What follows belongs to an exercise in optimizing a design on an open flow for small area and a short achievable clock period; a production flow would make more cautious choices. No run shown here included a check of the RTL's function; only the layout flow was run. Power figures rest on the tool's default switching activity, not on a simulated workload.

$ cat config.mk
export PLATFORM = sky130hd
export DESIGN_NAME = cpu_top
export DESIGN_NICKNAME = cpu_top
export VERILOG_FILES = /design/flow/design.v
export SDC_FILE = /design/flow/constraint.sdc
export NUM_CORES = 8
export LEC_CHECK = 0
export CAP_MARGIN = 20
export CORE_MARGIN = 2
export CORE_UTILIZATION = 60
export PLACE_DENSITY = 0.7
export SETUP_SLACK_MARGIN = 5
export SLEW_MARGIN = 20
export SYNTH_HIERARCHICAL = 1
export SYNTH_MEMORY_MAX_BITS = 16384
export SYNTH_MINIMUM_KEEP_SIZE = 0
$ cat constraint.sdc
create_clock -name core_clock -period 16.0 [get_ports {i_clk}]
set_input_delay 3.2000 -clock core_clock [delete_from_list [all_inputs] [get_ports {i_clk}]]
set_output_delay 3.2000 -clock core_clock [all_outputs]
set_load 0.01 [all_outputs]
$ cat design.v
`timescale 1ns/1ns
`default_nettype none
package cpu_pkg;
	typedef logic [32-1:0]    word_t;
	typedef logic [32-1:0]    instr_t;
	typedef logic [5-1:0]  reg_idx_t;
	typedef logic [12-1:0]    pc_t;
	typedef logic [17-1:0]   imm_t;
	typedef logic [27-1:0] status_t;
	typedef logic [6-1:0] dmem_addr_t;
	typedef enum logic [4:0] {
		OP_ARITH = 5'd0,
		OP_J     = 5'd1,
		OP_BNE   = 5'd2,
		OP_JAL   = 5'd3,
		OP_JR    = 5'd4,
		OP_ADDI  = 5'd5,
		OP_BLT   = 5'd6,
		OP_SW    = 5'd7,
		OP_LW    = 5'd8,
		OP_SETX  = 5'd21
	} opcode_e;
	typedef enum logic [4:0] {
		ALU_ADD = 5'd0,
		ALU_SUB = 5'd1,
		ALU_AND = 5'd2,
		ALU_OR  = 5'd3,
		ALU_SLL = 5'd4,
		ALU_SRA = 5'd5
	} alu_op_e;
	typedef enum logic [1:0] {
		WB_ALU,
		WB_MEM,
		WB_LINK
	} wb_sel_e;
endpackage
`default_nettype wire
`timescale 1ns/1ns
`default_nettype none
module br_cmp (
	input  cpu_pkg::word_t i_a,
	input  cpu_pkg::word_t i_b,
	output logic           o_ne,
	output logic           o_lt
);
	logic [31:0] l0, e0;
	logic [15:0] l1, e1;
	logic [7:0]  l2, e2;
	logic [3:0]  l3, e3;
	logic [1:0]  l4, e4;
	logic        l5;
	rf_andn lt31_i (.a(i_b[31]), .b(i_a[31]), .y(l0[31]));
	rf_xnor2 eq31_i (.a(i_a[31]), .b(i_b[31]), .y(e0[31]));
	for (genvar i = 0; i < 31; i++) begin : g_bit
		rf_andn lt_i (.a(i_a[i]), .b(i_b[i]), .y(l0[i]));
		rf_xnor2 eq_i (.a(i_a[i]), .b(i_b[i]), .y(e0[i]));
	end
	for (genvar i = 0; i < 16; i++) begin : g_m1
		rf_ao21 l_i (.a(l0[2*i+1]), .b(e0[2*i+1]), .c(l0[2*i]), .y(l1[i]));
		rf_and2 e_i (.a(e0[2*i+1]), .b(e0[2*i]), .y(e1[i]));
	end
	for (genvar i = 0; i < 8; i++) begin : g_m2
		rf_ao21 l_i (.a(l1[2*i+1]), .b(e1[2*i+1]), .c(l1[2*i]), .y(l2[i]));
		rf_and2 e_i (.a(e1[2*i+1]), .b(e1[2*i]), .y(e2[i]));
	end
	for (genvar i = 0; i < 4; i++) begin : g_m3
		rf_ao21 l_i (.a(l2[2*i+1]), .b(e2[2*i+1]), .c(l2[2*i]), .y(l3[i]));
		rf_and2 e_i (.a(e2[2*i+1]), .b(e2[2*i]), .y(e3[i]));
	end
	for (genvar i = 0; i < 2; i++) begin : g_m4
		rf_ao21 l_i (.a(l3[2*i+1]), .b(e3[2*i+1]), .c(l3[2*i]), .y(l4[i]));
		rf_and2 e_i (.a(e3[2*i+1]), .b(e3[2*i]), .y(e4[i]));
	end
	rf_ao21 l5_i (.a(l4[1]), .b(e4[1]), .c(l4[0]), .y(l5));
	rf_nand2 ne_i (.a(e4[1]), .b(e4[0]), .y(o_ne));
	assign o_lt = l5;
endmodule
module add32 (
	input  cpu_pkg::word_t i_a,
	input  cpu_pkg::word_t i_b,
	input  logic           i_cin,
	output cpu_pkg::word_t o_sum
);
	logic [31:0] p0;
	logic [31:0] g [0:5];
	logic [31:0] t [0:5];
	logic [31:0] c;
	for (genvar i = 0; i < 32; i++) begin : g_pg
		rf_xor2 p_i (.a(i_a[i]), .b(i_b[i]), .y(p0[i]));
		if (i == 0) begin : g_cin
			logic g00;
			rf_and2 g_i (.a(i_a[0]), .b(i_b[0]), .y(g00));
			rf_ao21 c_i (.a(g00), .b(p0[0]), .c(i_cin), .y(g[0][0]));
		end else begin : g_gen
			rf_and2 g_i (.a(i_a[i]), .b(i_b[i]), .y(g[0][i]));
		end
	end
	assign t[0] = p0;
	for (genvar l = 0; l < 5; l++) begin : g_lvl
		for (genvar i = 0; i < 32; i++) begin : g_bit
			if (((i >> l) & 1) == 1) begin : g_join
				localparam int J = ((i >> l) << l) - 1;
				rf_ao21 g_i (.a(g[l][i]), .b(t[l][i]), .c(g[l][J]), .y(g[l+1][i]));
				rf_and2 t_i (.a(t[l][i]), .b(t[l][J]), .y(t[l+1][i]));
			end else begin : g_pass
				assign g[l+1][i] = g[l][i];
				assign t[l+1][i] = t[l][i];
			end
		end
	end
	assign c[0] = i_cin;
	for (genvar i = 1; i < 32; i++) begin : g_c
		assign c[i] = g[5][i-1];
	end
	for (genvar i = 0; i < 32; i++) begin : g_sum
		rf_xor2 s_i (.a(p0[i]), .b(c[i]), .y(o_sum[i]));
	end
endmodule
module alu (
	input  cpu_pkg::word_t i_a,
	input  cpu_pkg::word_t i_b,
	input  cpu_pkg::word_t i_imm,
	input  logic           i_is_r,
	input  logic           i_use_imm,
	input  logic           i_sub,
	input  logic [4:0]     i_funct,
	input  logic [4:0]     i_shamt,
	output cpu_pkg::word_t o_result,
	output logic           o_ovf
);
	cpu_pkg::word_t op_b;
	cpu_pkg::word_t op_bx;
	cpu_pkg::word_t sum;
	cpu_pkg::word_t sh_in;
	cpu_pkg::word_t sh_out;
	cpu_pkg::word_t sh_rev;
	logic           sh_left;
	logic           sh_fill;
	assign op_b  = i_use_imm ? i_imm : i_b;
	assign op_bx = op_b ^ {32{i_sub}};
	add32 add_i (.i_a(i_a), .i_b(op_bx), .i_cin(i_sub), .o_sum(sum));
	assign o_ovf = (i_a[32-1] == op_bx[32-1]) && (sum[32-1] != i_a[32-1]);
	assign sh_left = ~i_funct[0];
	assign sh_fill = i_funct[0] & i_a[32-1];
	always_comb begin
		for (int i = 0; i < 32; i++) sh_in[i] = sh_left ? i_a[32-1-i] : i_a[i];
	end
	assign sh_out = $signed({sh_fill, sh_in}) >>> i_shamt;
	always_comb begin
		for (int i = 0; i < 32; i++) sh_rev[i] = sh_out[32-1-i];
	end
	always_comb begin
		case (i_funct)
			5'd0, 5'd1: o_result = sum;
			5'd2:       o_result = i_a & i_b;
			5'd3:       o_result = i_a | i_b;
			5'd4:       o_result = sh_rev;
			5'd5:       o_result = sh_out;
			default:    o_result = '0;
		endcase
		if (!i_is_r) o_result = sum;
	end
endmodule
`default_nettype wire
`timescale 1ns/1ns
`default_nettype none
module instr_decoder (
	input  cpu_pkg::instr_t i_instr,
	output logic ctl_is_r,
	output logic ctl_is_addi,
	output logic ctl_is_sw,
	output logic ctl_is_lw,
	output logic ctl_is_j,
	output logic ctl_is_jal,
	output logic ctl_is_jr,
	output logic ctl_is_bne,
	output logic ctl_is_blt,
	output logic ctl_is_setx,
	output logic ctl_b_is_rt,
	output logic ctl_b_is_rd,
	output logic ctl_reg_we,
	output logic ctl_ovf_chk
);
	logic [4:0] op;
	logic [4:0] funct;
	assign op    = i_instr[31:27];
	assign funct = i_instr[6:2];
	assign ctl_is_r    = (op == 5'd0);
	assign ctl_is_j    = (op == 5'd1);
	assign ctl_is_bne  = (op == 5'd2);
	assign ctl_is_jal  = (op == 5'd3);
	assign ctl_is_jr   = (op == 5'd4);
	assign ctl_is_addi = (op == 5'd5);
	assign ctl_is_blt  = (op == 5'd6);
	assign ctl_is_sw   = (op == 5'd7);
	assign ctl_is_lw   = (op == 5'd8);
	assign ctl_is_setx = (op == 5'd21);
	rf_nor2 b_is_rt_i (.a(op[1]), .b(op[2]), .y(ctl_b_is_rt));
	rf_or2  b_is_rd_i (.a(op[1]), .b(op[2]), .y(ctl_b_is_rd));
	assign ctl_reg_we  = ctl_is_r | ctl_is_addi | ctl_is_lw | ctl_is_jal;
	assign ctl_ovf_chk = ctl_is_addi | (ctl_is_r & (funct[4:1] == 4'd0));
endmodule
`default_nettype wire
`timescale 1ns/1ns
`default_nettype none
module rf_aoi22 (input logic a1, a2, b1, b2, output logic y);
	assign y = ~((a1 & a2) | (b1 & b2));
endmodule
module rf_aoi222 (input logic a1, a2, b1, b2, c1, c2, output logic y);
	assign y = ~((a1 & a2) | (b1 & b2) | (c1 & c2));
endmodule
module rf_nand4 (input logic a, b, c, d, output logic y);
	assign y = ~(a & b & c & d);
endmodule
module rf_nor2 (input logic a, b, output logic y);
	assign y = ~(a | b);
endmodule
module rf_or2 (input logic a, b, output logic y);
	assign y = a | b;
endmodule
module rf_nand2 (input logic a, b, output logic y);
	assign y = ~(a & b);
endmodule
module rf_and2 (input logic a, b, output logic y);
	assign y = a & b;
endmodule
module rf_xor2 (input logic a, b, output logic y);
	assign y = a ^ b;
endmodule
module rf_xnor2 (input logic a, b, output logic y);
	assign y = ~(a ^ b);
endmodule
module rf_andn (input logic a, b, output logic y);
	assign y = a & ~b;
endmodule
module rf_ao21 (input logic a, b, c, output logic y);
	assign y = a | (b & c);
endmodule
module rf_nand3 (input logic a, b, c, output logic y);
	assign y = ~(a & b & c);
endmodule
module rf_nor3 (input logic a, b, c, output logic y);
	assign y = ~(a | b | c);
endmodule
module rf_mux2 (input logic s, a, b, output logic y);
	assign y = s ? b : a;
endmodule
module rf_predec2 (input logic [1:0] i_a, output logic [3:0] o_n);
	always_comb begin
		for (int j = 0; j < 4; j++) o_n[j] = ~(i_a == j);
	end
endmodule
module rf_predec2h (input logic [1:0] i_a, output logic [3:0] o);
	always_comb begin
		for (int j = 0; j < 4; j++) o[j] = (i_a == j);
	end
endmodule
module rf_predec3h (input logic [2:0] i_a, output logic [7:0] o);
	always_comb begin
		for (int j = 0; j < 8; j++) o[j] = (i_a == j);
	end
endmodule
module rf_predec3 (input logic [2:0] i_a, output logic [7:0] o_n);
	always_comb begin
		for (int j = 0; j < 8; j++) o_n[j] = ~(i_a == j);
	end
endmodule
module rf_wb_hit (
	input  cpu_pkg::reg_idx_t i_idx,
	input  cpu_pkg::reg_idx_t i_wb_idx,
	input  logic              i_wb_v,
	input  logic              i_wb_load,
	output logic              o_hit_load,
	output logic              o_hit_val
);
	logic hit;
	assign hit        = i_wb_v && (i_idx == i_wb_idx);
	assign o_hit_load = hit && i_wb_load;
	assign o_hit_val  = hit && !i_wb_load;
endmodule
module rf_select (
	input  cpu_pkg::reg_idx_t i_idx,
	input  logic [31:1]       i_valid_n,
	input  cpu_pkg::reg_idx_t i_wb_idx,
	input  logic              i_wb_v,
	input  logic              i_wb_load,
	output logic [31:1]       o_sel,
	output logic [31:1]       o_sel2,
	output logic              o_hit_load,
	output logic              o_hit_val,
	output logic              o_hit_load2,
	output logic              o_hit_val2
);
	logic [3:0] lo_n;
	logic [7:0] hi_n;
	rf_predec2 lo_i (.i_a(i_idx[1:0]), .o_n(lo_n));
	rf_predec3 hi_i (.i_a(i_idx[4:2]), .o_n(hi_n));
	for (genvar i = 1; i < 32; i++) begin : g_sel
		rf_nor3 u (.a(lo_n[i % 4]), .b(hi_n[i / 4]), .c(i_valid_n[i]), .y(o_sel[i]));
		rf_nor3 u2 (.a(lo_n[i % 4]), .b(hi_n[i / 4]), .c(i_valid_n[i]), .y(o_sel2[i]));
	end
	rf_wb_hit hit_i (
		.i_idx(i_idx), .i_wb_idx(i_wb_idx), .i_wb_v(i_wb_v), .i_wb_load(i_wb_load),
		.o_hit_load(o_hit_load), .o_hit_val(o_hit_val)
	);
	rf_wb_hit hit2_i (
		.i_idx(i_idx), .i_wb_idx(i_wb_idx), .i_wb_v(i_wb_v), .i_wb_load(i_wb_load),
		.o_hit_load(o_hit_load2), .o_hit_val(o_hit_val2)
	);
endmodule
module rf_select2 (
	input  cpu_pkg::reg_idx_t i_idx0,
	input  cpu_pkg::reg_idx_t i_idx1,
	input  logic              i_pick,
	input  logic              i_pick_n,
	input  logic [31:1]       i_valid_n,
	input  cpu_pkg::reg_idx_t i_wb_idx,
	input  logic              i_wb_v,
	input  logic              i_wb_load,
	output logic [31:1]       o_sel,
	output logic [31:1]       o_sel2,
	output logic              o_hit_load,
	output logic              o_hit_val,
	output logic              o_hit_load2,
	output logic              o_hit_val2
);
	logic [3:0] lo0, lo1, lo_n;
	logic [7:0] hi0, hi1, hi_n;
	logic       hl0, hl1, hv0, hv1;
	rf_predec2h lo0_i (.i_a(i_idx0[1:0]), .o(lo0));
	rf_predec3h hi0_i (.i_a(i_idx0[4:2]), .o(hi0));
	rf_predec2h lo1_i (.i_a(i_idx1[1:0]), .o(lo1));
	rf_predec3h hi1_i (.i_a(i_idx1[4:2]), .o(hi1));
	for (genvar j = 0; j < 4; j++) begin : g_lo
		rf_aoi22 u (.a1(i_pick), .a2(lo1[j]), .b1(i_pick_n), .b2(lo0[j]), .y(lo_n[j]));
	end
	for (genvar j = 0; j < 8; j++) begin : g_hi
		rf_aoi22 u (.a1(i_pick), .a2(hi1[j]), .b1(i_pick_n), .b2(hi0[j]), .y(hi_n[j]));
	end
	for (genvar i = 1; i < 32; i++) begin : g_sel
		rf_nor3 u (.a(lo_n[i % 4]), .b(hi_n[i / 4]), .c(i_valid_n[i]), .y(o_sel[i]));
		rf_nor3 u2 (.a(lo_n[i % 4]), .b(hi_n[i / 4]), .c(i_valid_n[i]), .y(o_sel2[i]));
	end
	rf_wb_hit hit0_i (
		.i_idx(i_idx0), .i_wb_idx(i_wb_idx), .i_wb_v(i_wb_v), .i_wb_load(i_wb_load),
		.o_hit_load(hl0), .o_hit_val(hv0)
	);
	rf_wb_hit hit1_i (
		.i_idx(i_idx1), .i_wb_idx(i_wb_idx), .i_wb_v(i_wb_v), .i_wb_load(i_wb_load),
		.o_hit_load(hl1), .o_hit_val(hv1)
	);
	rf_mux2 hl_i (.s(i_pick_n), .a(hl1), .b(hl0), .y(o_hit_load));
	rf_mux2 hv_i (.s(i_pick_n), .a(hv1), .b(hv0), .y(o_hit_val));
	rf_mux2 hl2_i (.s(i_pick_n), .a(hl1), .b(hl0), .y(o_hit_load2));
	rf_mux2 hv2_i (.s(i_pick_n), .a(hv1), .b(hv0), .y(o_hit_val2));
endmodule
module rf_read_bit (
	input  logic [31:1] i_sel,
	input  logic [31:1] i_d,
	input  logic        i_hit_load,
	input  logic        i_mem,
	input  logic        i_hit_val,
	input  logic        i_val,
	output logic        o_q,
	output logic        o_q2,
	output logic        o_q3
);
	logic [15:0] l1;
	logic [3:0]  l2;
	logic [1:0]  l3;
	logic        wb_n;
	for (genvar g = 0; g < 15; g++) begin : g_l1
		rf_aoi22 u (.a1(i_sel[2*g+1]), .a2(i_d[2*g+1]), .b1(i_sel[2*g+2]), .b2(i_d[2*g+2]), .y(l1[g]));
	end
	rf_nand2 l1_last (.a(i_sel[31]), .b(i_d[31]), .y(l1[15]));
	for (genvar g = 0; g < 4; g++) begin : g_l2
		rf_nand4 u (.a(l1[4*g]), .b(l1[4*g+1]), .c(l1[4*g+2]), .d(l1[4*g+3]), .y(l2[g]));
	end
	for (genvar g = 0; g < 2; g++) begin : g_l3
		rf_nor2 u (.a(l2[2*g]), .b(l2[2*g+1]), .y(l3[g]));
	end
	rf_aoi22 wb (.a1(i_hit_load), .a2(i_mem), .b1(i_hit_val), .b2(i_val), .y(wb_n));
	rf_nand3 l4 (.a(l3[0]), .b(l3[1]), .c(wb_n), .y(o_q));
	rf_nand3 l4b (.a(l3[0]), .b(l3[1]), .c(wb_n), .y(o_q2));
	rf_nand3 l4c (.a(l3[0]), .b(l3[1]), .c(wb_n), .y(o_q3));
endmodule
module rf_read (
	input  logic [31:1]          i_sel,
	input  logic [31:1]          i_sel2,
	input  logic [31:1][31:0]    i_regs,
	input  logic                 i_hit_load,
	input  logic                 i_hit_load2,
	input  cpu_pkg::word_t       i_mem,
	input  logic                 i_hit_val,
	input  logic                 i_hit_val2,
	input  cpu_pkg::word_t       i_val,
	output cpu_pkg::word_t       o_data,
	output cpu_pkg::word_t       o_data2,
	output cpu_pkg::word_t       o_data3
);
	for (genvar b = 0; b < 32; b++) begin : g_bit
		logic [31:1] d;
		always_comb begin
			for (int i = 1; i < 32; i++) d[i] = i_regs[i][b];
		end
		rf_read_bit u (
			.i_sel(b < 16 ? i_sel : i_sel2), .i_d(d),
			.i_hit_load(b < 16 ? i_hit_load : i_hit_load2), .i_mem(i_mem[b]),
			.i_hit_val(b < 16 ? i_hit_val : i_hit_val2), .i_val(i_val[b]), .o_q(o_data[b]), .o_q2(o_data2[b]), .o_q3(o_data3[b])
		);
	end
endmodule
module reg_file (
	input  logic              i_clk,
	input  logic              i_rst_n,
	input  cpu_pkg::reg_idx_t i_ra_idx,
	input  cpu_pkg::reg_idx_t i_rb_idx0,
	input  cpu_pkg::reg_idx_t i_rb_idx1,
	input  logic              i_rb_pick,
	input  logic              i_rb_pick_n,
	input  cpu_pkg::reg_idx_t i_wr_idx,
	input  logic              i_we,
	input  logic              i_load,
	input  cpu_pkg::word_t    i_wdata,
	input  cpu_pkg::word_t    i_mem_rdata,
	output cpu_pkg::word_t    o_rdata_a,
	output cpu_pkg::word_t    o_rdata_a2,
	output cpu_pkg::word_t    o_rdata_b,
	output cpu_pkg::word_t    o_rdata_b2,
	output cpu_pkg::word_t    o_rdata_b3
);
	localparam int N = 2**5;
	logic [N-1:1][31:0] regs;
	logic [N-1:1]   valid_q;
	logic [N-1:1]   wsel;
	logic [N-1:1]   rvalid_n;
	logic [N-1:1]   rsel_a, rsel_a2;
	logic [N-1:1]   rsel_b, rsel_b2;
	logic           hit_load_a, hit_val_a, hit_load_b, hit_val_b;
	logic           hit_load_a2, hit_val_a2, hit_load_b2, hit_val_b2;
	logic              wb_v_q;
	logic              wb_load_q;
	cpu_pkg::reg_idx_t wb_idx_q;
	cpu_pkg::word_t    wb_val_q;
	cpu_pkg::word_t    wb_data;
	always_ff @(posedge i_clk or negedge i_rst_n) begin
		if (!i_rst_n) begin
			wb_v_q <= 1'b0;
		end else begin
			wb_v_q <= i_we && (i_wr_idx != '0);
		end
	end
	always_ff @(posedge i_clk) begin
		wb_load_q <= i_load;
		wb_idx_q  <= i_wr_idx;
		wb_val_q  <= i_wdata;
	end
	assign wb_data     = wb_load_q ? i_mem_rdata : wb_val_q;
	always_comb begin
		for (int i = 1; i < N; i++) begin
			wsel[i]     = wb_v_q && (wb_idx_q == i);
			rvalid_n[i] = !(valid_q[i] && !wsel[i]);
		end
	end
	always_ff @(posedge i_clk or negedge i_rst_n) begin
		if (!i_rst_n) begin
			valid_q <= '0;
		end else begin
			valid_q <= valid_q | wsel;
		end
	end
	for (genvar i = 1; i < N; i++) begin : g_reg
		always_ff @(posedge i_clk) begin
			if (wsel[i]) regs[i] <= wb_data;
		end
	end
	rf_select sel_a_i (
		.i_idx(i_ra_idx), .i_valid_n(rvalid_n), .i_wb_idx(wb_idx_q), .i_wb_v(wb_v_q),
		.i_wb_load(wb_load_q), .o_sel(rsel_a), .o_sel2(rsel_a2),
		.o_hit_load(hit_load_a), .o_hit_val(hit_val_a), .o_hit_load2(hit_load_a2), .o_hit_val2(hit_val_a2)
	);
	rf_select2 sel_b_i (
		.i_idx0(i_rb_idx0), .i_idx1(i_rb_idx1), .i_pick(i_rb_pick), .i_pick_n(i_rb_pick_n),
		.i_valid_n(rvalid_n), .i_wb_idx(wb_idx_q), .i_wb_v(wb_v_q),
		.i_wb_load(wb_load_q), .o_sel(rsel_b), .o_sel2(rsel_b2),
		.o_hit_load(hit_load_b), .o_hit_val(hit_val_b), .o_hit_load2(hit_load_b2), .o_hit_val2(hit_val_b2)
	);
	rf_read read_a_i (
		.i_sel(rsel_a), .i_sel2(rsel_a2), .i_regs(regs),
		.i_hit_load(hit_load_a), .i_hit_load2(hit_load_a2), .i_mem(i_mem_rdata),
		.i_hit_val(hit_val_a), .i_hit_val2(hit_val_a2), .i_val(wb_val_q), .o_data(o_rdata_a), .o_data2(o_rdata_a2), .o_data3()
	);
	rf_read read_b_i (
		.i_sel(rsel_b), .i_sel2(rsel_b2), .i_regs(regs),
		.i_hit_load(hit_load_b), .i_hit_load2(hit_load_b2), .i_mem(i_mem_rdata),
		.i_hit_val(hit_val_b), .i_hit_val2(hit_val_b2), .i_val(wb_val_q), .o_data(o_rdata_b), .o_data2(o_rdata_b2), .o_data3(o_rdata_b3)
	);
endmodule
`default_nettype wire
`timescale 1ns/1ns
`default_nettype none
module pc_unit (
	input  logic           i_clk,
	input  logic           i_rst_n,
	input  cpu_pkg::instr_t i_instr,
	input  logic           i_is_j,
	input  logic           i_is_jr,
	input  logic           i_is_bne,
	input  logic           i_is_blt,
	input  logic           i_ne,
	input  logic           i_lt,
	input  cpu_pkg::word_t i_jr_addr,
	output cpu_pkg::pc_t   o_pc,
	output cpu_pkg::pc_t   o_pc_plus_one
);
	cpu_pkg::pc_t pc_q;
	cpu_pkg::pc_t pc_next;
	cpu_pkg::pc_t pc_branch;
	logic         taken;
	assign o_pc_plus_one = pc_q + 1'b1;
	assign pc_branch     = o_pc_plus_one + i_instr[12-1:0];
	assign taken = (i_is_bne && i_ne) || (i_is_blt && i_lt);
	always_comb begin
		if (i_is_jr) begin
			pc_next = i_jr_addr[12-1:0];
		end else if (i_is_j) begin
			pc_next = i_instr[12-1:0];
		end else if (taken) begin
			pc_next = pc_branch;
		end else begin
			pc_next = o_pc_plus_one;
		end
	end
	always_ff @(posedge i_clk or negedge i_rst_n) begin
		if (!i_rst_n) begin
			pc_q <= '0;
		end else begin
			pc_q <= pc_next;
		end
	end
	assign o_pc = pc_q;
endmodule
`default_nettype wire
`timescale 1ns/1ns
`default_nettype none
module dm_select (
	input  cpu_pkg::dmem_addr_t i_base,
	input  cpu_pkg::dmem_addr_t i_offset,
	output logic [2**6-1:0] o_sel
);
	always_comb begin
		for (int k = 0; k < 2**6; k++) begin
			logic m;
			logic c;
			m = 1'b1;
			for (int i = 0; i < 6; i++) begin
				if (i == 0) c = 1'b0;
				else c = (i_base[i-1] == i_offset[i-1]) ? i_base[i-1] : ~k[i-1];
				m = m & ((i_base[i] ^ i_offset[i] ^ c) == k[i]);
			end
			o_sel[k] = m;
		end
	end
endmodule
module dm_read_bit (
	input  logic [63:0] i_sel,
	input  logic [63:0] i_d,
	output logic        o_q
);
	logic [21:0] l1;
	logic [5:0]  l2;
	logic [2:0]  l3;
	for (genvar g = 0; g < 21; g++) begin : g_l1
		rf_aoi222 u (
			.a1(i_sel[3*g]), .a2(i_d[3*g]), .b1(i_sel[3*g+1]), .b2(i_d[3*g+1]),
			.c1(i_sel[3*g+2]), .c2(i_d[3*g+2]), .y(l1[g])
		);
	end
	rf_nand2 l1_last (.a(i_sel[63]), .b(i_d[63]), .y(l1[21]));
	for (genvar g = 0; g < 5; g++) begin : g_l2
		rf_nand4 u (.a(l1[4*g]), .b(l1[4*g+1]), .c(l1[4*g+2]), .d(l1[4*g+3]), .y(l2[g]));
	end
	rf_nand2 l2_last (.a(l1[20]), .b(l1[21]), .y(l2[5]));
	for (genvar g = 0; g < 3; g++) begin : g_l3
		rf_nor2 u (.a(l2[2*g]), .b(l2[2*g+1]), .y(l3[g]));
	end
	rf_nand3 l4 (.a(l3[0]), .b(l3[1]), .c(l3[2]), .y(o_q));
endmodule
module dm_read (
	input  logic [2**6-1:0]       i_sel,
	input  logic [2**6-1:0][31:0] i_mem,
	output cpu_pkg::word_t               o_data
);
	for (genvar b = 0; b < 32; b++) begin : g_bit
		logic [63:0] d;
		always_comb begin
			for (int i = 0; i < 64; i++) d[i] = i_mem[i][b];
		end
		dm_read_bit u (.i_sel(i_sel), .i_d(d), .o_q(o_data[b]));
	end
endmodule
module dm_decode (
	input  logic [7:0]             i_lo_n,
	input  logic [7:0]             i_hi_n,
	output logic [2**6-1:0] o_sel
);
	for (genvar k = 0; k < 2**6; k++) begin : g_sel
		rf_nor2 u (.a(i_lo_n[k % 8]), .b(i_hi_n[k / 8]), .y(o_sel[k]));
	end
endmodule
module data_mem (
	input  logic                i_clk,
	input  logic                i_we,
	input  cpu_pkg::dmem_addr_t i_base,
	input  cpu_pkg::dmem_addr_t i_offset,
	input  cpu_pkg::word_t      i_wdata,
	input  cpu_pkg::dmem_addr_t i_raddr_next,
	output cpu_pkg::word_t      o_rdata
);
	localparam int N = 2**6;
	logic [N-1:0][31:0] mem;
	logic [N-1:0]       sel;
	logic [N-1:0]       rsel;
	logic [7:0]         rlo_n, rhi_n;
	logic [7:0]         rlo_n_q, rhi_n_q;
	dm_select select_i (.i_base(i_base), .i_offset(i_offset), .o_sel(sel));
	for (genvar i = 0; i < N; i++) begin : g_word
		always_ff @(posedge i_clk) begin
			if (i_we && sel[i]) mem[i] <= i_wdata;
		end
	end
	rf_predec3 rlo_i (.i_a(i_raddr_next[2:0]), .o_n(rlo_n));
	rf_predec3 rhi_i (.i_a(i_raddr_next[5:3]), .o_n(rhi_n));
	always_ff @(posedge i_clk) begin
		rlo_n_q <= rlo_n;
		rhi_n_q <= rhi_n;
	end
	dm_decode decode_i (.i_lo_n(rlo_n_q), .i_hi_n(rhi_n_q), .o_sel(rsel));
	dm_read read_i (.i_sel(rsel), .i_mem(mem), .o_data(o_rdata));
endmodule
`default_nettype wire
`timescale 1ns/1ns
`default_nettype none
module addr_add (
	input  cpu_pkg::dmem_addr_t i_a,
	input  cpu_pkg::dmem_addr_t i_b,
	output cpu_pkg::dmem_addr_t o_sum
);
	logic [5:0] g, p;
	logic       c2, c3, t3;
	logic       s4_0, s4_1, c5_0, c5_1, s5_0, s5_1;
	for (genvar i = 0; i < 6; i++) begin : g_pg
		rf_and2 g_i (.a(i_a[i]), .b(i_b[i]), .y(g[i]));
		rf_xor2 p_i (.a(i_a[i]), .b(i_b[i]), .y(p[i]));
	end
	rf_or2 t3_i (.a(i_a[3]), .b(i_b[3]), .y(t3));
	assign o_sum[0] = p[0];
	rf_xor2 s1_i (.a(p[1]), .b(g[0]), .y(o_sum[1]));
	rf_ao21 c2_i (.a(g[1]), .b(p[1]), .c(g[0]), .y(c2));
	rf_xor2 s2_i (.a(p[2]), .b(c2), .y(o_sum[2]));
	rf_ao21 c3_i (.a(g[2]), .b(p[2]), .c(c2), .y(c3));
	rf_xor2 s3_i (.a(p[3]), .b(c3), .y(o_sum[3]));
	rf_xor2 s4_0_i (.a(p[4]), .b(g[3]), .y(s4_0));
	rf_xor2 s4_1_i (.a(p[4]), .b(t3), .y(s4_1));
	rf_ao21 c5_0_i (.a(g[4]), .b(p[4]), .c(g[3]), .y(c5_0));
	rf_ao21 c5_1_i (.a(g[4]), .b(p[4]), .c(t3), .y(c5_1));
	rf_xor2 s5_0_i (.a(p[5]), .b(c5_0), .y(s5_0));
	rf_xor2 s5_1_i (.a(p[5]), .b(c5_1), .y(s5_1));
	rf_mux2 s4_i (.s(c3), .a(s4_0), .b(s4_1), .y(o_sum[4]));
	rf_mux2 s5_i (.s(c3), .a(s5_0), .b(s5_1), .y(o_sum[5]));
endmodule
module cpu_top (
	input  logic                i_clk,
	input  logic                i_rst_n,
	input  cpu_pkg::instr_t     i_instr,
	output cpu_pkg::pc_t        o_pc,
	output logic                o_dmem_we,
	output cpu_pkg::dmem_addr_t o_dmem_addr,
	output cpu_pkg::word_t      o_dmem_wdata,
	output cpu_pkg::status_t    o_status
);
	logic is_r, is_addi, is_sw, is_lw, is_j, is_jal, is_jr, is_bne, is_blt, is_setx;
	logic b_is_rt, b_is_rd, reg_we, ovf_chk;
	cpu_pkg::reg_idx_t rd;
	cpu_pkg::reg_idx_t rs;
	cpu_pkg::reg_idx_t rt;
	cpu_pkg::word_t    imm;
	cpu_pkg::word_t rdata_a;
	cpu_pkg::word_t rdata_a2;
	cpu_pkg::word_t rdata_b2;
	cpu_pkg::word_t rdata_b3;
	cpu_pkg::word_t rdata_b;
	cpu_pkg::word_t alu_result;
	cpu_pkg::word_t mem_rdata;
	cpu_pkg::word_t wb_data;
	cpu_pkg::pc_t   pc_plus_one;
	cpu_pkg::dmem_addr_t mem_addr;
	cpu_pkg::status_t status_q;
	logic alu_ovf, alu_ne, alu_lt;
	assign rd  = i_instr[26:22];
	assign rs  = i_instr[21:17];
	assign rt  = i_instr[16:12];
	assign imm = {{(32-17){i_instr[17-1]}}, i_instr[17-1:0]};
	instr_decoder decoder_i (
		.i_instr     (i_instr),
		.ctl_is_r    (is_r),
		.ctl_is_addi (is_addi),
		.ctl_is_sw   (is_sw),
		.ctl_is_lw   (is_lw),
		.ctl_is_j    (is_j),
		.ctl_is_jal  (is_jal),
		.ctl_is_jr   (is_jr),
		.ctl_is_bne  (is_bne),
		.ctl_is_blt  (is_blt),
		.ctl_is_setx (is_setx),
		.ctl_b_is_rt (b_is_rt),
		.ctl_b_is_rd (b_is_rd),
		.ctl_reg_we  (reg_we),
		.ctl_ovf_chk (ovf_chk)
	);
	reg_file reg_file_i (
		.i_clk     (i_clk),
		.i_rst_n   (i_rst_n),
		.i_ra_idx  (rs),
		.i_rb_idx0 (rt),
		.i_rb_idx1 (rd),
		.i_rb_pick (b_is_rd),
		.i_rb_pick_n (b_is_rt),
		.i_wr_idx  (is_jal ? 5'd31 : rd),
		.i_we      (reg_we),
		.i_load    (is_lw),
		.i_wdata   (wb_data),
		.i_mem_rdata (mem_rdata),
		.o_rdata_a (rdata_a),
		.o_rdata_a2 (rdata_a2),
		.o_rdata_b (rdata_b),
		.o_rdata_b2 (rdata_b2),
		.o_rdata_b3 (rdata_b3)
	);
	alu alu_i (
		.i_a      (rdata_a),
		.i_b      (rdata_b),
		.i_imm    (imm),
		.i_is_r   (is_r),
		.i_use_imm (i_instr[27] | i_instr[30]),
		.i_sub    (is_r & (i_instr[6:2] == 5'd1)),
		.i_funct  (i_instr[6:2]),
		.i_shamt  (i_instr[11:7]),
		.o_result (alu_result),
		.o_ovf    (alu_ovf)
	);
	br_cmp br_cmp_i (.i_a(rdata_a), .i_b(rdata_b), .o_ne(alu_ne), .o_lt(alu_lt));
	addr_add addr_add_i (.i_a(rdata_a2[6-1:0]), .i_b(imm[6-1:0]), .o_sum(mem_addr));
	data_mem data_mem_i (
		.i_clk   (i_clk),
		.i_we    (is_sw & i_rst_n),
		.i_base  (rdata_a[6-1:0]),
		.i_offset (imm[6-1:0]),
		.i_wdata (rdata_b3),
		.i_raddr_next (alu_result[6-1:0]),
		.o_rdata (mem_rdata)
	);
	assign wb_data = is_jal ? {{(32-12){1'b0}}, pc_plus_one} : alu_result;
	pc_unit pc_unit_i (
		.i_clk         (i_clk),
		.i_rst_n       (i_rst_n),
		.i_instr       (i_instr),
		.i_is_j        (is_j | is_jal),
		.i_is_jr       (is_jr),
		.i_is_bne      (is_bne),
		.i_is_blt      (is_blt),
		.i_ne          (alu_ne),
		.i_lt          (alu_lt),
		.i_jr_addr     (rdata_b),
		.o_pc          (o_pc),
		.o_pc_plus_one (pc_plus_one)
	);
	always_ff @(posedge i_clk or negedge i_rst_n) begin
		if (!i_rst_n) begin
			status_q <= '0;
		end else if (is_setx) begin
			status_q <= i_instr[27-1:0];
		end else if (ovf_chk) begin
			status_q <= {{(27-1){1'b0}}, alu_ovf};
		end
	end
	assign o_status     = status_q;
	assign o_dmem_addr  = mem_addr;
	assign o_dmem_wdata = rdata_b2;
	assign o_dmem_we    = is_sw & i_rst_n;
endmodule
`default_nettype wire
$ cat flow/run.sh
#!/bin/bash
# The standard layout with these changes: synthesis sees a strong driver
# and a light load on each module port, so it leaves cells at their smallest
# size; resizing may change a cell's footprint; port buffers are buf_4; timing
# repair aims at a larger setup margin; the clock tree uses clkbuf_8 without
# dummy loads.
set -euo pipefail
bash standard.sh \
  ABC_LOAD_IN_FF=1 \
  ABC_DRIVER_CELL=sky130_fd_sc_hd__buf_4 \
  MATCH_CELL_FOOTPRINT=0 \
  SETUP_SLACK_MARGIN=7 \
  TNS_END_PERCENT=20 \
  BUFFER_PORTS_ARGS="-buffer_cell sky130_fd_sc_hd__buf_4" \
  CTS_ARGS="-sink_clustering_enable -repair_clock_nets -dont_use_dummy_load -buf_list sky130_fd_sc_hd__clkbuf_8 -sink_clustering_size 16 -sink_clustering_max_diameter 70" \
  finish > make.log 2>&1
$ cat standard.sh
#!/bin/bash
# synth_recipe.tcl (not shown) runs the flow's synth.tcl, then flattens the netlist and writes it again
# the make line also repeats each setting of config.mk as NAME=value (left out here)
make -C /OpenROAD-flow-scripts/flow DESIGN_CONFIG=/design/flow/config.mk WORK_HOME=/design/flow/orfs CLKGATE_MAP_FILE= SYNTH_SCRIPT=/design/flow/synth_recipe.tcl "${@:-finish}"
==> results of run 1 <==
-- flip-flops by register name, summed over array words and instances, names as in the netlist --
register and cells:
reg_file_i.wb_val_q 32, reg_file_i.regs 992, reg_file_i.valid_q 31, status_q 27, data_mem_i.rhi_n_q 8, data_mem_i.mem 2048, data_mem_i.rlo_n_q 8, reg_file_i.wb_v_q 1
pc_unit_i.pc_q 12, reg_file_i.wb_idx_q 5, reg_file_i.wb_load_q 1
-- per-layer routing --
| layer | vias to the layer above | global-route usage, % | part of all wire, % |
|---|---|---|---|
| li1 | 34750 | - | - |
| met1 | 43450 | 52.19 | 33 |
| met2 | 7592 | 61.71 | 45 |
| met3 | 1539 | 9.511 | 14 |
| met4 | 26 | 25.60 | 8.0 |
| met5 | - | 0 | 0.037 |
-- cell type report --
| cell class | count | share of cell area, % |
|---|---|---|
| Timing Repair Buffer | 596 | 3.703 |
| Multi-Input combinational cell | 4406 | 24.79 |
| Tap cell | 2805 | 2.487 |
| Sequential cell | 3165 | 66.72 |
| Clock buffer | 223 | 2.175 |
| Antenna cell | 16 | 0.02837 |
| Inverter | 38 | 0.1011 |
-- final timing paths --
path | cells past startpoint | startpoint | slack (ns) | end
setup / recovery | 11 | i_instr[29] | 6.78 | o_dmem_wdata[11]
hold / removal | 1 | reg_file_i.valid_q[30]$_DFF_PN0_ | 0.48 | reg_file_i.valid_q[30]$_DFF_PN0_
setup reg to reg | 15 | data_mem_i.rhi_n_q[6]$_DFF_P_ | 8.04 | data_mem_i.rhi_n_q[4]$_DFF_P_
hold reg to reg | 1 | reg_file_i.valid_q[30]$_DFF_PN0_ | 0.48 | reg_file_i.valid_q[30]$_DFF_PN0_
max in group asynchronous | 2 | i_rst_n | 12.54 | reg_file_i.valid_q[19]$_DFF_PN0_
min in group asynchronous | 1 | i_rst_n | 2.10 | status_q[18]$_DFFE_PN0P_
-- power by group through the flow --
stage	registers, mW	logic [mW]	clock network [mW]
floorplan	9.69	1.11	0
global placement	9.72	2.26	0
detailed placement	9.72	2.30	0
CTS	9.54	2.33	3.64
global route	9.55	2.51	3.91
finish	9.55	2.47	3.64
-- what timing repair did --
action                     CTS  global route
resized for setup          153           143
setup endpoints to repair   38            37
cloned                       1             7
setup buffers              123            49
hold buffers                 0             0
pin swaps                   32            73
-- metrics by stage --
stage	std cells	hold slack, ns	power [mW]
6_report	11250	0.4773	15.65
5_1_grt	11240	0.4923	15.97
4_1_cts	11180	0.4751	15.50
3_5_place_dp	10830	0.4552	12.02
3_3_place_gp	10830	0.4511	11.98
2_1_floorplan	7709	0.4365	10.80
-- cell usage in the layout, fill, tap and decap left out, types with 86 or more instances in the layout --
cell                          n
sky130_fd_sc_hd__edfxtp_1  3040
sky130_fd_sc_hd__a22oi_1   1039
sky130_fd_sc_hd__a222oi_1   678
sky130_fd_sc_hd__buf_4      505
sky130_fd_sc_hd__nand4_1    425
sky130_fd_sc_hd__nor2_1     284
sky130_fd_sc_hd__clkbuf_8   223
sky130_fd_sc_hd__nand2_1    212
sky130_fd_sc_hd__nand3_1    141
sky130_fd_sc_hd__nor2_4     131
sky130_fd_sc_hd__a21o_1     117
sky130_fd_sc_hd__and2_0     113
sky130_fd_sc_hd__xor2_1      93
sky130_fd_sc_hd__nor3_2      86
==> out/summary.md, run 1 <==
The flow ran to the end and the layout has no timing, DRC or antenna violations. The footprint of the multi-input gates came out at 34,980 µm². The number of placed I/O pins is 112, and the max-slew violation total from the final report is 0. The logs give 6.02 ns for the data arrival time of the critical path and 67.20% for the fraction of the core area covered by cells at the end of the flow. The slew at the pin closest to its max-slew limit was 1.345 ns; the first-pass GRT wire length was 611,400 µm.

The path class of the tightest hold or removal check is flip-flop to flip-flop. The first TritonRoute pass finished after 10 iterations. Among cell families on the critical path, the largest total delay comes from simple AND/OR/NAND/NOR gates. The die covers 215,500 µm².

At the placement stage, the worst setup path has a slack of 6.057 ns. Based on the critical path, the design can be clocked at up to 108.4 MHz. Counting the buffers created by CTS gives 223. Across the run, the number of max-cap violations was 0. In this run, the clock network consumes 23.3% of the power. For the row count, the log shows 168. Sequential cells account for 61.0% of the total power. The tree built by TritonCTS fans out to 3,165 sinks. Number of buffers and inverters on the critical path: 4. Nature of the critical path endpoint: an output port. Once layout is done, the placed cells without fillers occupy 141,100 µm². Dividing the detail-routed wire length by the instance count gives 39.55 µm. TritonCTS built the clock tree. Net switching is 27.85% of the power. The root buffer cell chosen for the clock tree is sky130_fd_sc_hd__clkbuf_8.

For the initial cell density of the core, the log shows 60.50%. The run gives 0 as the sum of overflow across all layers after global routing. The slowest stage of the critical path belongs to the cell sky130_fd_sc_hd__nor3_4.

Once placement finished, the instance area stood at 135,000 µm². The largest net degree at the start of global routing was 66. The run gives 87,360 as the detailed-route via count. The shortest period the worst path allows works out to 9.225 ns. Counting along the longest clock path gives a buffer depth of 3. Routability-driven placement finished with a final weighted congestion of 1.028. The signal on the critical path passes through buf_4 -> nor2_1 -> buf_4 -> a22oi_2 -> buf_4 -> nor3_4 -> a22oi_1 -> nand4_1 -> nor2_4 -> nand3_4 -> buf_4.

Synthesis handed over a netlist of 7,709 instances. The HPWL after detailed placement is 267,500 µm, and the total of fill cells in the finished design is 14,090. The worst max-slew margin expressed relative to the limit was 10.00%. The ratio of final minimum period to clock period is 57.66%, and the number of antenna violations at the first check in global routing is 28. For this block, the routed nets add up to 444,900 µm of wire.

Dividing total power by cell area gives a power density of 110.9 nW/µm². The clock reaches the later pin of the worst-skew pair after 1.14 ns. In this run, the combinational gates consume 15.8% of the power. Overall global routing resource usage: 40.27%.

The number of I/O port buffers is 111. Setup repair after global routing could not meet its margin everywhere. The die boundary height came out at 464.2 µm.

In this run the remaining antenna-violating nets after routing total 0. The critical path start-end classification was input port to output port. During synthesis, Yosys emitted a total of 23 warnings. Setup violations remaining at the end of the flow were counted as 0.

The fraction of layout instances using a drive strength above 1 is 17.03%. Synthesis produced a netlist with a net count of 7,769. From left edge to right edge, the die measures 464.2 µm.

The tools report the final critical-path setup slack as 6.775 ns. The number of design rule violations left after detail routing came out at 0. The synthesized netlist occupies a cell area of 127,100 µm². The mean number of vias per cell works out to 7.766. VDD sags by at most 0.09025 mV.

The net switching power of the design was 4.359 mW. Internal power contribution: 11.29 mW. The worst-path maximum fanout was 16. The startpoint class of the critical path is an input port. The run gives 210,000 µm² as the core area. For the final database, setup skew stands at 0.1959 ns. For the final routed database, the setup TNS stands at 0 ns.

In the final layout, flip-flops and latches occupy 94,150 µm². The register clock-pin slew on the reported worst setup and hold paths was 0.08 ns. Averaged over all synthesized cells, the footprint is 16.48 µm². The largest single stage delay on the critical path is 0.90 ns. The H-tree generated during clock tree synthesis spans 4 levels. The most repeated library cell on the critical path was sky130_fd_sc_hd__buf_4. The number of nets in the finished design is 8,490, and the area overhead of the layout relative to synthesis is 11.07%.

The total count of hold-check failures in the final report is 0, and the static leakage power is 46.18 nW. STA puts the critical path data required time at 12.80 ns. The detailed router finished its first iteration with 17,780 violations. The run gives 81,810 as the via count of the first global-routing pass.
==> run 2: changes to the inputs <==
--- a/flow/run.sh
+++ b/flow/run.sh
@@ -9,7 +9,7 @@
   ABC_LOAD_IN_FF=1 \
   ABC_DRIVER_CELL=sky130_fd_sc_hd__buf_4 \
   MATCH_CELL_FOOTPRINT=0 \
-  SETUP_SLACK_MARGIN=7 \
+  SETUP_SLACK_MARGIN=8 \
   TNS_END_PERCENT=20 \
   BUFFER_PORTS_ARGS="-buffer_cell sky130_fd_sc_hd__buf_4" \
   CTS_ARGS="-sink_clustering_enable -repair_clock_nets -dont_use_dummy_load -buf_list sky130_fd_sc_hd__clkbuf_8 -sink_clustering_size 16 -sink_clustering_max_diameter 70" \
==> run 2 against run 1 <==
Still clean. Total power grew 0.27%. Global-route usage down 0.93 points. Die area unchanged. Register-to-register slack better by 0.05 ns. Routed wire length down 2.2%. Sequential power about the same. Count of clock-buffer cells in the layout is 1 lower. Final area up 0.67%. Maximum frequency is 0.23% higher. Synthesized area did not move. Combinational power increased by 2%. Critical endpoint is now o_dmem_wdata[25]. Largest power group unchanged.
==> out/summary.md, run 2 <==
The run finished with no timing, DRC or antenna violations. The tools report the nature of the critical path endpoint as an output port. Setup slack of the worst register-to-register path: 8.09 ns (+0.05 ns). Start of the worst register-to-register path: data_mem_i.rlo_n_q[4]$_DFF_P_.

The instance area at placement was 135,300 µm² (+0.22%). The endpoint identified for the worst register-to-register timing path is data_mem_i.rlo_n_q[2]$_DFF_P_. The post-route total power was 15.69 mW (+0.27%); the number of detailed-routing iterations run before antenna repair was 10 (unchanged).

The die area is 215,500 µm² (unchanged). The worst hold margin is 0.4759 ns (-0.001430 ns), and the setup slack at placement is 5.888 ns (-0.1690 ns). Residual antenna-violating net count after detailed routing: 0 (unchanged). The tools report the total of fill cells in the finished design as 13,920 (-1.2%). The die boundary height works out to 464.2 µm (unchanged).

The insertion delay of the later-clocked pin in the worst-skew pair was 1.11 ns (-0.03 ns); the detailed-route via count was 86,390 (-1.1%). Worst hold path class: flip-flop to flip-flop. The CTS sink count was 3,165 (unchanged); the mean number of vias per cell was 7.646 (-1.5%). Number of buffers between clock root and the deepest sink: 3 (unchanged).

Clock tree synthesis selected as its root buffer the cell sky130_fd_sc_hd__clkbuf_8. The reported max-cap violation count is 0 (unchanged), and the horizontal extent of the die is 464.2 µm (unchanged). The largest registers in the layout are data_mem_i.mem (2048), reg_file_i.regs (992), reg_file_i.wb_val_q (32). The tools report the worst setup path startpoint as data_mem_i.rlo_n_q[4]$_DFF_P_. The run gives 142,100 µm² (+0.67%) as the finished layout cell area. The detailed-route wire length per cell was 38.49 µm (-2.7%).

The sum of overflow across all layers after global routing was 0 (unchanged). The via count of the first global-routing pass is 81,630 (-0.22%). The tools report the largest net degree at the start of global routing as 66 (unchanged).

Leaving out fill and tap cells, the most frequent cells in the layout are sky130_fd_sc_hd__edfxtp_1, sky130_fd_sc_hd__a22oi_1, sky130_fd_sc_hd__a222oi_1. The register clock-pin slew on the reported worst setup and hold paths was 0.10 ns (+0.02 ns); the filler-free cell count of the finished design was 11,300 (+0.44%). The worst vdd rail ir drop is 0.1081 mV (+20%), and the fraction of the core area covered by cells at the end of the flow is 67.65% (+0.45 points). Setup repair after global routing could not meet its margin everywhere. The termination of the worst setup path is o_dmem_wdata[25]. The number of I/O port buffers came out at 111 (unchanged).

For the overall global routing resource usage, the log shows 39.34% (-0.93 points). Slew at the pin closest to its max-slew limit: 1.289 ns (-0.05648 ns). The number of nets in the finished design was 8,541 (+0.60%); the final wirelength was 434,900 µm (-2.2%). The logs give 6.797 ns (+0.02134 ns) for the final critical-path setup slack and 0.1653 ns (-0.03052 ns) for the maximum clock skew at final layout. The required time of the worst setup path is 12.80 ns (about the same), and the number of cells in the design after placement is 10,860 (+0.27%). Ranked by flip-flop count, first place goes to data_mem_i.mem. Total clock buffers created by CTS: 222 (-0.45%). The HPWL after detailed placement is 267,100 µm (-0.13%), and the synthesized net count is 7,769 (unchanged). The combined area of all synthesized cells is 127,100 µm² (unchanged), and the flip-flop count of the largest register after layout is 2,048 (unchanged). Setup total negative slack: 0 ns (unchanged).

The run gives 46.63 nW (+0.97%) as the static leakage power. The run gives 210,000 µm² (unchanged) as the core area. The area overhead of the layout relative to synthesis is 11.81%. For the data arrival time of the critical path, the log shows 6.00 ns (-0.02 ns). The depth of the worst register-to-register path was 16 (+1); the number of placed I/O pins was 112 (unchanged). Leaving out fill and tap cells, the most frequent cell in the layout is sky130_fd_sc_hd__edfxtp_1. TritonCTS built the clock tree. The worst-path maximum fanout is 32 (+16), and the initial cell density of the core is 60.50% (unchanged). The first-iteration detailed-routing DRC count is 17,410 (-2.1%).

The critical path is of the flip-flop to output port type. The number of design rule violations left after detail routing was 0 (unchanged). The max-slew violation total from the final report is 0 (unchanged).

Weighted congestion at the end of routability-driven global placement: 1.023 (-0.49%). The first-pass GRT wire length was 600,700 µm (-1.7%); the shortest period the worst path allows was 9.203 ns (-0.02134 ns). Hold buffer count at CTS: 0 (unchanged). The mean area per synthesized cell came out at 16.48 µm² (unchanged). The tools report the total count of hold-check failures in the final report as 0 (unchanged). The ratio of final minimum period to clock period came out at 57.52% (-0.13 points).

The row count came out at 168 (unchanged). The fraction of layout instances using a drive strength above 1 was 17.93% (+0.90 points). The highest achievable clock rate is 108.7 MHz (+0.23%), and the number of warning messages in the yosys log is 23 (unchanged).

The total setup violations reported at the end of the flow is 0 (unchanged), and the number of antenna violations at the first check in global routing is 20 (-29%). The tools report the H-tree depth as 4 (unchanged). The worst max-slew margin expressed relative to the limit came out at 13.78% (+3.8 points). STA classifies the critical path startpoint as a flip-flop.

The post-synthesis instance total was 7,709 (unchanged); the power density normalized to cell area was 110.5 nW/µm² (-0.40%).
-- run 2: changes by cell type in the layout (fill, tap and decap cells not counted), sizes merged --
cell    delta
nor3       -2
or2        +1
clkbuf     +4
buf       +48
diode      -2
-- run 2: cell type report --
class / count / area [µm²] / area share (%)
repair buffers: 649 / 5948 / 4.187
flip-flops and latches: 3165 / 94150 / 66.27
clock buffers: 222 / 3055 / 2.151
inverters: 38 / 142.6 / 0.1004
diodes: 14 / 35.03 / 0.02466
multi-input cells: 4405 / 35230 / 24.80
well taps: 2805 / 3510 / 2.470
-- run 2: report_power, final --
group | leakage [nW] | switching [mW] | internal [mW]
Sequential | 29.4 | 0.112 | 9.43
Combinational | 15.6 | 1.87 | 0.650
Clock | 1.60 | 2.40 | 1.23
-- run 2: repair_timing --
action	4_1_cts	5_1_grt
gates resized for setup	231	151
pin swaps	94	74
setup buffers	140	50
hold endpoints to repair	0	0
setup endpoints to repair	68	67
cloned	9	6
-- run 2: metal layers --
layer  part of all wire (%)  routed length [µm]  track usage (%)
met5                  0.018                  79                0
met4                    6.3               27390            21.19
met3                     14               62400            10.15
met2                     45              195700            59.41
met1                     34              149300            52.82
-- run 2: worst max-delay path, cell delays in order (launching register included) --
cell                       delay, ns
sky130_fd_sc_hd__dfxtp_1        0.56
sky130_fd_sc_hd__buf_4          0.37
sky130_fd_sc_hd__nor2_4         0.04
sky130_fd_sc_hd__buf_4          0.29
sky130_fd_sc_hd__a222oi_1       0.48
sky130_fd_sc_hd__nand4_1        0.28
sky130_fd_sc_hd__nor2_1         1.04
sky130_fd_sc_hd__nand3_1        0.81
sky130_fd_sc_hd__a22oi_1        0.56
sky130_fd_sc_hd__nand3_1        0.26
sky130_fd_sc_hd__buf_4          0.22
-- run 2: worst min-delay path by stage --
stage                                      from                          endpoint  depth (start not counted)
3_3_place_gp   reg_file_i.valid_q[30]$_DFF_PN0_  reg_file_i.valid_q[30]$_DFF_PN0_                          1
2_1_floorplan  reg_file_i.valid_q[10]$_DFF_PN0_  reg_file_i.valid_q[10]$_DFF_PN0_                          1
4_1_cts        reg_file_i.valid_q[24]$_DFF_PN0_  reg_file_i.valid_q[24]$_DFF_PN0_                          1
6_report       reg_file_i.valid_q[30]$_DFF_PN0_  reg_file_i.valid_q[30]$_DFF_PN0_                          1
3_5_place_dp   reg_file_i.valid_q[21]$_DFF_PN0_  reg_file_i.valid_q[21]$_DFF_PN0_                          1
5_1_grt        reg_file_i.valid_q[24]$_DFF_PN0_  reg_file_i.valid_q[24]$_DFF_PN0_                          1
==> run 3: changes to the inputs <==
--- a/flow/run.sh
+++ b/flow/run.sh
@@ -9,7 +9,7 @@
   ABC_LOAD_IN_FF=1 \
   ABC_DRIVER_CELL=sky130_fd_sc_hd__buf_4 \
   MATCH_CELL_FOOTPRINT=0 \
-  SETUP_SLACK_MARGIN=8 \
+  SETUP_SLACK_MARGIN=7 \
   TNS_END_PERCENT=20 \
   BUFFER_PORTS_ARGS="-buffer_cell sky130_fd_sc_hd__buf_4" \
   CTS_ARGS="-sink_clustering_enable -repair_clock_nets -dont_use_dummy_load -buf_list sky130_fd_sc_hd__clkbuf_8 -sink_clustering_size 16 -sink_clustering_max_diameter 70" \
--- a/config.mk
+++ b/config.mk
@@ -8,7 +8,7 @@
 export CAP_MARGIN = 20
 export CORE_MARGIN = 2
 export CORE_UTILIZATION = 60
-export PLACE_DENSITY = 0.7
+export PLACE_DENSITY = 0.85
 export SETUP_SLACK_MARGIN = 5
 export SLEW_MARGIN = 20
 export SYNTH_HIERARCHICAL = 1
==> run 3 against run 2 <==
Worst hold slack better by 0.0088 ns. Clock power hardly changed. Combinational power hardly changed. Largest cell class unchanged. Count of clock-buffer cells in the layout is 1 higher. Global-route usage is 0.60 points lower. Still clean on timing, DRC and antenna. Routed wire length is 0.78% higher. Register-to-register slack worse by 0.13 ns. Critical path type is now input port to output port. Final cell count is 0.13% lower.
==> out/summary.md, run 3 <==
In this run the critical register-to-register path is captured at data_mem_i.rlo_n_q[1]$_DFF_P_. The flip-flop count of the largest register after layout was 2,048 (unchanged). In this run the critical register-to-register path is launched from reg_file_i.wb_idx_q[4]$_DFF_P_. The number of placed I/O pins is 112 (unchanged). The residual antenna-violating net count after detailed routing was 0 (unchanged). Worst max-slew margin expressed relative to the limit: 19.27% (+5.5 points). Leaving out fill and tap cells, the most frequent cells in the layout are sky130_fd_sc_hd__edfxtp_1, sky130_fd_sc_hd__a22oi_1, sky130_fd_sc_hd__a222oi_1.

For the H-tree depth, the log shows 4 (unchanged). The worst hold path class was flip-flop to flip-flop. More flip-flops sit in one register than any other, and that register is data_mem_i.mem. The initial cell density of the core is 60.50% (unchanged). The critical-path cell with the highest stage delay was sky130_fd_sc_hd__nand4_1. The power density normalized to cell area is 111.6 nW/µm² (+0.99%), and the total clock buffers created by CTS is 223 (+0.45%). The register clock-pin slew on the reported worst setup and hold paths works out to 0.09 ns (about the same). The instance area at placement came out at 134,900 µm² (-0.31%). TritonCTS built the clock tree.

The signal on the critical path passes through buf_4 -> or2_4 -> buf_8 -> a22oi_2 -> buf_4 -> buf_12 -> nor3_2 -> buf_4 -> a22oi_1 -> nand4_1 -> nor2_4 -> nand3_1 -> buf_4. The insertion delay of the later-clocked pin in the worst-skew pair is 1.11 ns (about the same), and the fraction of layout instances using a drive strength above 1 is 17.54% (-0.39 points). The worst setup path is captured at an output port. The number of design rule violations left after detail routing is 0 (unchanged).

The tools report the post-route total power as 15.76 mW (+0.41%). The number of antenna violations at the first check in global routing came out at 30 (+50%). The total of fill cells in the finished design came out at 13,080 (-6.0%). The top cell family by delay on the critical path was simple AND/OR/NAND/NOR gates.

The worst hold path cell count works out to 1 (unchanged). The hold buffer count at CTS is 0 (unchanged), and the post-synthesis instance total is 7,709 (unchanged). The detailed-route wire length per cell was 38.85 µm (+0.92%); the depth of the worst register-to-register path was 17 (+1).

The mean area per synthesized cell is 16.48 µm² (unchanged), and the detailed-route via count is 90,230 (+4.4%). The mean number of vias per cell is 7.997 (+4.6%). The worst setup path is launched from an input port. Setup repair after global routing could not meet its margin everywhere. The first-pass GRT wire length was 598,100 µm (-0.43%); the first-iteration detailed-routing DRC count was 22,850 (+31%). By instance count, the cell type seen most on the critical path is sky130_fd_sc_hd__buf_4. The number of detailed-routing iterations run before antenna repair came out at 17 (+7). The die boundary height was 464.2 µm (unchanged). The tools report the worst vdd rail ir drop as 0.1094 mV (+1.2%).

The weighted congestion at the end of routability-driven global placement is 1.035 (+1.2%). The setup slack of the worst register-to-register path was 7.96 ns (-0.13 ns). Leaving out fill and tap cells, the most frequent cell in the layout is sky130_fd_sc_hd__edfxtp_1. The horizontal extent of the die works out to 464.2 µm (unchanged). Clock root buffer: sky130_fd_sc_hd__clkbuf_8. The logs give 23 (unchanged) for the number of warning messages in the yosys log and 46.33 nW (-0.66%) for the static leakage power.

The finished layout cell area is 141,200 µm² (-0.58%), and the number of nets in the finished design is 8,529 (-0.14%). The tools report the die area as 215,500 µm² (unchanged). Overall global routing resource usage: 38.74% (-0.60 points). The run gives 0 (unchanged) as the max-slew violation total from the final report. Core area: 210,000 µm² (unchanged). Total setup violations reported at the end of the flow: 0 (unchanged).

The row count came out at 168 (unchanged). The critical path start-end classification is input port to output port. The tools report the combined area of all synthesized cells as 127,100 µm² (unchanged). Compared with the post-synthesis result, the final layout area differs by 11.17%. For the reported max-cap violation count, the log shows 0 (unchanged).

The via count of the first global-routing pass was 85,020 (+4.2%); the highest achievable clock rate was 107.2 MHz (-1.3%). The largest net degree at the start of global routing was 66 (unchanged). The HPWL after detailed placement is 258,300 µm (-3.3%). The ratio of final minimum period to clock period is 58.29% (+0.77 points), and the worst-path maximum fanout is 16 (-50%).

The path with the worst hold slack has its endpoint at reg_file_i.valid_q[8]$_DFF_PN0_. The number of buffers and inverters on the critical path works out to 6 (+3). The data arrival time of the critical path was 6.13 ns (+0.13 ns); the number of I/O port buffers was 111 (unchanged).

The setup total negative slack was 0 ns (unchanged); the synthesized net count was 7,769 (unchanged). The run finished with no timing, DRC or antenna violations. The setup slack at placement is 6.064 ns (+0.1755 ns), and the largest stage delay on the critical path is 0.37 ns (-0.67 ns).

The sum of overflow across all layers after global routing is 0 (unchanged), and the maximum clock skew at final layout is 0.1755 ns (+0.01014 ns). The tools report the total count of hold-check failures in the final report as 0 (unchanged). The shortest period the worst path allows was 9.327 ns (+0.1235 ns). The slew at the pin closest to its max-slew limit works out to 1.207 ns (-0.08146 ns).

In this run the most critical hold path is launched from reg_file_i.valid_q[8]$_DFF_PN0_. The final critical-path setup slack is 6.673 ns (-0.1235 ns). For the number of buffers between clock root and the deepest sink, the log shows 3 (unchanged).

The largest registers in the layout are data_mem_i.mem (2048), reg_file_i.regs (992), reg_file_i.wb_val_q (32). The required time of the worst setup path came out at 12.80 ns (about the same). The CTS sink count was 3,165 (unchanged); the final wirelength was 438,300 µm (+0.78%).

For the worst hold margin, the log shows 0.4847 ns (+0.008800 ns).
run 3: how the worst max path moves through the flow:
stage | slack, ns | startpoint | depth (start not counted) | to
after floorplan | 7.03 | i_instr[29] | 7 | o_dmem_wdata[0]
after global placement | 6.09 | i_instr[29] | 11 | o_dmem_wdata[5]
after detailed placement | 6.06 | i_instr[29] | 11 | o_dmem_wdata[5]
after CTS | 6.88 | i_instr[29] | 12 | o_dmem_wdata[3]
after global routing | 6.80 | i_instr[29] | 15 | o_dmem_wdata[30]
final | 6.67 | i_instr[29] | 13 | o_dmem_wdata[8]
run 3: routing by layer:
metal	vias up	wire, µm	global-route usage [%]
met5	-	157	0.1114
met4	24	40920	26.09
met3	2242	73950	12.17
met2	9849	192400	58.69
met1	43300	130900	48.03
li1	34810	-	-
run 3: cell type report:
type / instances / area [µm²] / area share, %
clock buffer: 223 / 3069 / 2.173
antenna: 11 / 27.53 / 0.01949
multi-input combinational: 4404 / 34700 / 24.56
tap: 2805 / 3510 / 2.485
inverter: 38 / 142.6 / 0.1010
sequential: 3165 / 94160 / 66.66
timing repair buffer: 637 / 5644 / 3.996
run 3: power by group:
part	internal (mW)	switching (mW)	total (mW)
logic	0.636	1.88	2.52
clock network	1.24	2.41	3.65
registers	9.43	0.158	9.59
total	11.3	4.45	15.8
run 3: through the flow:
| step | utilization (%) | instances |
|---|---|---|
| after CTS | 66.47 | 11160 |
| final | 67.26 | 11280 |
| after detailed placement | 64.25 | 10850 |
| after floorplan | - | 7709 |
| after global routing | 67.25 | 11270 |
| after global placement | 64.22 | 10850 |
run 3: worst reg2reg max path, cell delays in order (launching register included):
cell	delay, ns
sky130_fd_sc_hd__dfxtp_1	0.76
sky130_fd_sc_hd__nand4bb_1	0.86
sky130_fd_sc_hd__o21ai_0	0.66
sky130_fd_sc_hd__buf_4	0.28
sky130_fd_sc_hd__nor3_2	0.06
sky130_fd_sc_hd__buf_6	0.16
sky130_fd_sc_hd__buf_4	0.17
sky130_fd_sc_hd__a22oi_1	0.21
sky130_fd_sc_hd__nand4_1	0.29
sky130_fd_sc_hd__nor2_1	0.47
sky130_fd_sc_hd__nand3_1	0.87
sky130_fd_sc_hd__mux4_2	0.75
sky130_fd_sc_hd__mux2_2	0.33
sky130_fd_sc_hd__o22ai_1	0.14
sky130_fd_sc_hd__nor2_1	0.22
sky130_fd_sc_hd__a221oi_2	0.59
sky130_fd_sc_hd__o221ai_1	0.59
sky130_fd_sc_hd__or3b_1	0.54
run 3: timing repair:
item	CTS	global route
cloned	5	13
gates resized for setup	185	131
buffers inserted	81	96
endpoints found under the setup margin	38	37
pin swaps	41	67
==> run 4: changes to the inputs <==
--- a/config.mk
+++ b/config.mk
@@ -7,8 +7,8 @@
 export LEC_CHECK = 0
 export CAP_MARGIN = 20
 export CORE_MARGIN = 2
-export CORE_UTILIZATION = 60
-export PLACE_DENSITY = 0.85
+export CORE_UTILIZATION = 50
+export PLACE_DENSITY = 0.8
 export SETUP_SLACK_MARGIN = 5
 export SLEW_MARGIN = 20
 export SYNTH_HIERARCHICAL = 1
==> run 4 against run 3 <==
First-iteration DRC count fell by 11%. Total power fell by 0.34%. Critical path depth did not move. Routed wire length fell by 2.9%. Synthesized cell count did not move. Count of clock-buffer cells in the layout fell by 1. Worst setup slack improved by 0.10 ns. Sequential share of layout area barely moved. Critical endpoint is now o_dmem_wdata[25]. Largest power group unchanged.
==> out/summary.md, run 4 <==
The flow ran to the end and the layout has no timing, DRC or antenna violations. The worst setup path is launched from an input port. The tools report the number of nets in the finished design as 8,454 (-0.88%). The slew at the pin closest to its max-slew limit was 1.266 ns (+0.05900 ns); the ratio of final minimum period to clock period was 57.66% (-0.63 points). The most common library cell in the layout ignoring fill and taps is sky130_fd_sc_hd__edfxtp_1. The run gives 0.08450 mV (-23%) as the worst vdd rail ir drop.

The setup total negative slack was 0 ns (unchanged); the highest achievable clock rate was 108.4 MHz (+1.1%). The power density normalized to cell area was 111.2 nW/µm² (-0.35%); the mean area per synthesized cell was 16.48 µm² (unchanged). The worst-path maximum fanout is 8 (-8), and the max-slew violation total from the final report is 0 (unchanged).

The tree is rooted in a sky130_fd_sc_hd__clkbuf_8. The data arrival time of the critical path is 6.03 ns (-0.10 ns). The tools report the total setup violations reported at the end of the flow as 0 (unchanged). The tools report the first-iteration detailed-routing DRC count as 20,280 (-11%). The register clock-pin slew on the reported worst setup and hold paths is 0.10 ns (about the same), and the mean number of vias per cell is 7.495 (-6.3%). The maximum clock skew at final layout is 0.2531 ns (+0.07761 ns), and the die boundary height is 508.1 µm (+9.5%).

The post-synthesis instance total was 7,709 (unchanged). Final wirelength: 425,600 µm (-2.9%). In this run the most critical hold path is launched from reg_file_i.valid_q[21]$_DFF_PN0_. For the post-route total power, the log shows 15.71 mW (-0.34%).

The static leakage power came out at 45.94 nW (-0.84%). STA classifies the critical path endpoint as an output port. The logs give 66 (unchanged) for the largest net degree at the start of global routing and 31.73% (-7.0 points) for the overall global routing resource usage. The worst hold path cell count is 1 (unchanged). The via count of the first global-routing pass came out at 83,120 (-2.2%).

The initial cell density of the core was 50.13% (-10 points). The logs give 0 (unchanged) for the residual antenna-violating net count after detailed routing and 11,780 (+4.4%) for the filler-free cell count of the finished design.
-- run 4: final cells by class --
| cell class | count | area share [%] |
|---|---|---|
| Antenna cell | 17 | 0.03011 |
| Inverter | 38 | 0.1010 |
| Tap cell | 3366 | 2.981 |
| Clock buffer | 222 | 2.163 |
| Timing Repair Buffer | 561 | 3.376 |
| Sequential cell | 3165 | 66.65 |
| Multi-Input combinational cell | 4406 | 24.70 |
-- run 4: where the power goes --
part | leakage (nW) | internal (mW) | switching [mW] | total, mW
combinational | 14.9 | 0.623 | 1.91 | 2.53
sequential | 29.4 | 9.43 | 0.122 | 9.55
clock | 1.60 | 1.23 | 2.39 | 3.62
-- run 4: worst max-delay path by stage --
| stage | cells past startpoint | end | from |
|---|---|---|---|
| 2_1_floorplan | 7 | o_dmem_wdata[0] | i_instr[29] |
| 3_3_place_gp | 23 | reg_file_i.wb_val_q[31]$_DFF_P_ | i_instr[29] |
| 3_5_place_dp | 23 | reg_file_i.wb_val_q[31]$_DFF_P_ | i_instr[29] |
| 4_1_cts | 12 | o_dmem_wdata[8] | i_instr[29] |
| 5_1_grt | 13 | o_dmem_wdata[25] | i_instr[28] |
| 6_report | 13 | o_dmem_wdata[25] | i_instr[28] |
-- run 4: timing repair --
action / 4_1_cts / 5_1_grt
pin swaps: 32 / 82
resized for setup: 147 / 173
setup endpoints to repair: 39 / 39
setup buffers: 73 / 58
cloned: 5 / 7
-- run 4: metrics by stage --
stage          cell area [µm²]  setup WS, ns
2_1_floorplan           127200         7.033
3_3_place_gp            135600         5.969
3_5_place_dp            135600         5.887
4_1_cts                 139900         6.860
5_1_grt                 141200         6.874
6_report                141300         6.774
-- run 4: per-layer routing --
layer  track usage (%)  wire, µm  vias to the layer above
met5                 0       251                        -
met4             18.28     32230                       14
met3             10.49     70020                     1754
met2             48.01    187500                     8872
met1             40.15    135500                    42950
li1                  -         -                    34660
-- run 4: worst max-delay path, stage by stage --
cell and delay, ns:
sky130_fd_sc_hd__buf_6 0.12, sky130_fd_sc_hd__or2_4 0.30, sky130_fd_sc_hd__buf_8 0.16, sky130_fd_sc_hd__a22oi_2 0.30, sky130_fd_sc_hd__buf_12 0.18, sky130_fd_sc_hd__buf_4 0.16, sky130_fd_sc_hd__nor3_2 0.09, sky130_fd_sc_hd__buf_2 0.26
sky130_fd_sc_hd__a22oi_1 0.28, sky130_fd_sc_hd__nand4_1 0.31, sky130_fd_sc_hd__nor2_4 0.29, sky130_fd_sc_hd__nand3_1 0.17, sky130_fd_sc_hd__buf_4 0.18

[separate check: timing with driven ports]
In the flow no input, the clock included, has a driving cell. The finished layouts below were timed again as built, in two steps. Step 1 (the two cells are an assumption about what drives the block):
set clk [get_ports {i_clk}]
set_driving_cell -lib_cell sky130_fd_sc_hd__clkbuf_16 $clk
set_driving_cell -lib_cell sky130_fd_sc_hd__buf_2 [delete_from_list [all_inputs] $clk]
Step 2 also shifts input and output timing later by t, the mid clock arrival at the registers, as if the neighbouring blocks saw the same clock. Slacks: no drivers / after step 1 / after step 2; pairs: no drivers / after step 1.
run | t, ns | slack for setup (ns) | worst data-port slew with drivers (ns)
run 1 | 1.146 | 6.775 / 6.711 / 6.324 | 0.19
run 2 | 1.114 | 6.797 / 6.670 / 6.480 | 0.19
run 3 | 1.116 | 6.673 / 6.599 / 6.378 | 0.21
run 4 | 1.130 | 6.774 / 6.740 / 6.124 | 0.18
After both steps setup and hold are still met in every run listed. For run 4, which loses most, drivers alone change the setup slack by -0.034 ns; drivers and shift together by -0.650 ns.
